From an optimization exercise on the open Yosys and OpenROAD flow, aimed at small area, a short achievable clock period and few clock cycles; shortcuts taken in it are not production practice.
The RTL was checked by simulation tests, not by an equivalence proof against the original design.

Setup of 12-15:
// axi_mem_slave
module axi_mem_slave (
    input  logic                 clk,
    input  logic                 resetn,
    input  logic                 awvalid,
    input  axi_bus_pkg::id_t     awid,
    input  axi_bus_pkg::addr_t   awaddr,
    input  axi_bus_pkg::len_t    awlen,
    input  axi_bus_pkg::size_t   awsize,
    input  axi_bus_pkg::burst_t  awburst,
    output logic                 awready,
    input  logic                 wvalid,
    input  axi_bus_pkg::data_t   wdata,
    input  axi_bus_pkg::id_t     wid,
    input  axi_bus_pkg::strb_t   wstrb,
    input  logic                 wlast,
    output logic                 wready,
    input  logic                 bready,
    output logic                 bvalid,
    output axi_bus_pkg::resp_t   bresp,
    output axi_bus_pkg::id_t     bid,
    input  logic                 arvalid,
    input  axi_bus_pkg::id_t     arid,
    input  axi_bus_pkg::addr_t   araddr,
    input  axi_bus_pkg::len_t    arlen,
    input  axi_bus_pkg::size_t   arsize,
    input  axi_bus_pkg::burst_t  arburst,
    output logic                 arready,
    input  logic                 rready,
    output logic                 rvalid,
    output axi_bus_pkg::data_t   rdata,
    output logic                 rlast,
    output axi_bus_pkg::resp_t   rresp,
    output axi_bus_pkg::id_t     rid
);
Size in the first run: about 3,000 cells after synthesis, roughly 1,200 flip-flops, ~190 I/O pins.
clock: 10.0 ns
lec_check: 0
cap_margin: 20
core_margin: 2
core_utilization: 65
slew_margin: 20
synth_hierarchical: 1
synth_minimum_keep_size: 0
standard.sh (not shown) runs the stock make flow with config.mk's settings and CLKGATE_MAP_FILE= SYNTH_SCRIPT=/design/flow/synth_recipe.tcl, a recipe that flattens the netlist after the stock synthesis.
==> flow/flow/run.sh <==
#!/bin/bash
# The standard layout (standard.sh, unchanged ORFS steps) with these settings:
#  - port buffers of buf_2 instead of the resizer's default pick (a slow delay cell)
#  - clock tree of clkbuf_16 with sink clusters of up to 30 flip-flops
#  - repair_timing aims for 6.8 ns of setup slack at the design's 10 ns clock
#  - the resizer may change a cell for one of another footprint
# ORFS writes each step's log under orfs/logs; make's own output goes to standard_run.log.
set -euo pipefail
bash standard.sh \
  "BUFFER_PORTS_ARGS=-buffer_cell sky130_fd_sc_hd__buf_2" \
  CTS_CLUSTER_SIZE=30 CTS_CLUSTER_DIAMETER=80 \
  "CTS_BUF_LIST=sky130_fd_sc_hd__clkbuf_16" \
  SETUP_SLACK_MARGIN=6.8 MATCH_CELL_FOOTPRINT=0 \
  finish > standard_run.log 2>&1
Looking at the reports, 12-15 completed the entire flow and the layout it produced met the timing, DRC and antenna checks.
Testbench counts of 12-15, summed over its fixed seeds: cycles 32,135.
For 10-19, these inputs were changed with respect to 12-15:
--- a/flow/design.v
+++ b/flow/design.v
@@ -32,13 +32,12 @@
 endpackage
 module byte_mem (
     input  logic        clk,
     input  logic        resetn,
     input  logic        wr_en,
     input  logic [6:0]  wr_addr,
-    input  logic [4:0]  wr_row1,
     input  logic [31:0] wr_data,
     input  logic [1:0]  wr_sel0,
     input  logic [1:0]  wr_sel1,
     input  logic [1:0]  wr_sel2,
     input  logic [1:0]  wr_sel3,
     input  logic [3:0]  wr_ben,
@@ -69,13 +68,13 @@
     assign bank_rrow[1] = rd_row1;
     assign bank_rrow[2] = rd_row2;
     assign bank_rrow[3] = rd_row3;
     always_comb begin
         for (int b = 0; b < 4; b++) begin
             bank_wd[b]   = wr_data[8*bank_sel[b] +: 8];
-            bank_wrow[b] = (2'(b) < wr_off) ? wr_row1 : wr_row;
+            bank_wrow[b] = wr_row + ((2'(b) < wr_off) ? 5'd1 : 5'd0);
         end
     end
     for (genvar b = 0; b < 4; b++) begin : g_bank
         logic [255:0] rows;
         logic [7:0]   wd_one;
         logic [7:0]   wd_zero;
@@ -175,21 +174,19 @@
     axi_bus_pkg::resp_t bresp_q;
     axi_bus_pkg::id_t   bid_q;
     logic        pend_valid;
     logic [31:0] pend_data;
     logic [3:0]  pend_strb;
     logic [6:0]  pend_addr;
-    logic [4:0]  pend_row1;
     logic [1:0]  pend_sel [4];
     logic [3:0]  pend_ben;
     logic hs_aw, hs_w, hs_b;
     logic w_done;
     logic mem_wr_en;
     logic [6:0]  w_next;
     logic [6:0]  w_addr;
-    logic [1:0]  w_off;
     logic [3:0]  w_strb;
     logic [1:0]  w_sel [4];
     logic [3:0]  w_ben;
     assign aw_wait  = !aw_busy;
     assign wready_q = !w_stall;
     assign bvalid_q = !b_idle;
@@ -232,23 +229,12 @@
             bresp_q <= req_resp(awaddr, awsize);
             bid_q   <= awid;
         end
     end
     assign w_next = pend_addr + (w_fixed ? 7'd0 : 7'($countones(pend_strb)));
     assign w_addr = aw_wait ? awaddr[6:0] : w_next;
-    logic [1:0] pend_cnt4;
-    always_comb begin
-        case (pend_strb)
-            4'b0000, 4'b1111:                   pend_cnt4 = 2'd0;
-            4'b0001, 4'b0010, 4'b0100, 4'b1000: pend_cnt4 = 2'd1;
-            4'b0111, 4'b1011, 4'b1101, 4'b1110: pend_cnt4 = 2'd3;
-            default:                            pend_cnt4 = 2'd2;
-        endcase
-    end
-    assign w_off = aw_wait ? awaddr[1:0]
-                           : pend_addr[1:0] + (w_fixed ? 2'd0 : pend_cnt4);
     function automatic logic [11:0] slots(logic [3:0] strb);
         logic [7:0] lane;
         logic [3:0] en;
         case (strb)
             4'b0000: begin lane = 8'b00_00_00_00; en = 4'b0000; end
             4'b0001: begin lane = 8'b00_00_00_00; en = 4'b0001; end
@@ -271,27 +257,25 @@
     endfunction
     assign w_strb = (pend_valid && aw_wait) ? pend_strb : wstrb;
     always_comb begin
         logic [11:0] sl;
         sl = slots(w_strb);
         for (int b = 0; b < 4; b++) begin
-            w_sel[b] = sl[2*2'(2'(b) - w_off) +: 2];
-            w_ben[b] = sl[8 + 2'(2'(b) - w_off)];
+            w_sel[b] = sl[2*2'(2'(b) - w_addr[1:0]) +: 2];
+            w_ben[b] = sl[8 + 2'(2'(b) - w_addr[1:0])];
         end
     end
     always_ff @(posedge clk) begin
         if (!(pend_valid && aw_wait))
             pend_data <= wdata;
         if (hs_w)
             pend_strb <= wstrb;
         else if (aw_wait && !pend_valid)
             pend_strb <= '0;
-        if (aw_wait || hs_w) begin
+        if (aw_wait || hs_w)
             pend_addr <= w_addr;
-            pend_row1 <= w_addr[6:2] + 5'd1;
-        end
         pend_ben <= w_ben;
         for (int b = 0; b < 4; b++)
             pend_sel[b] <= w_sel[b];
     end
     assign mem_wr_en = pend_valid && !aw_wait && !w_err;
     assign awready = awready_q;
@@ -378,13 +362,12 @@
     assign rid     = rid_q;
     byte_mem mem (
         .clk     (clk),
         .resetn  (resetn),
         .wr_en   (mem_wr_en),
         .wr_addr (pend_addr),
-        .wr_row1 (pend_row1),
         .wr_data (pend_data),
         .wr_sel0 (pend_sel[0]),
         .wr_sel1 (pend_sel[1]),
         .wr_sel2 (pend_sel[2]),
         .wr_sel3 (pend_sel[3]),
         .wr_ben  (pend_ben),
==> comparison <==
- Sort 12-15 and 10-19 by shortest period the worst path allows desc -> top: 12-15
- On sequential share of layout area: between 12-15 and 10-19, it ends up lower for 12-15.
- 10-19 -> 12-15: number of placed I/O pins delta 0, exact match
- Diff 12-15 -> 10-19 | wire length | down by a few percent
- Worst hold slack: 10-19 > 12-15
- Cmp 12-15 and 10-19 / cell count / higher: 12-15
- Sort 12-15 and 10-19 by routed length on met3 desc -> top: 12-15
Testbench counts of 10-19, summed over its fixed seeds: cycles 32,135.

[static timing again, ports no longer ideal]
The flow's constraints put no driver on any port. The routed layouts listed below were extracted and timed again, unchanged, in two steps.
Step 1: set_driving_cell puts a clkbuf_16 on clk and a buf_2 on each other input, an assumption about the parent block.
Step 2 moves the port delays by t, midway between the first and last clock arrival at a register: inputs arrive t later, outputs are due t later. That takes back most of the time a late clock gives input paths.
a / b / c = no drivers / after step 1 / after step 2; a / b = the first two.
run	t, ns	slack for setup (ns)	slew at the worst register clock pin (ns)	worst slew at a driven data input, ns
12-15	0.704	6.742 / 6.669 / 6.253	0.11 / 0.11	0.08
10-19	0.698	6.768 / 6.701 / 6.191	0.11 / 0.11	0.13
After both steps every run listed still meets setup and hold. For 10-19, which loses most, drivers alone change the setup slack by -0.067 ns; drivers and shift together by -0.577 ns.
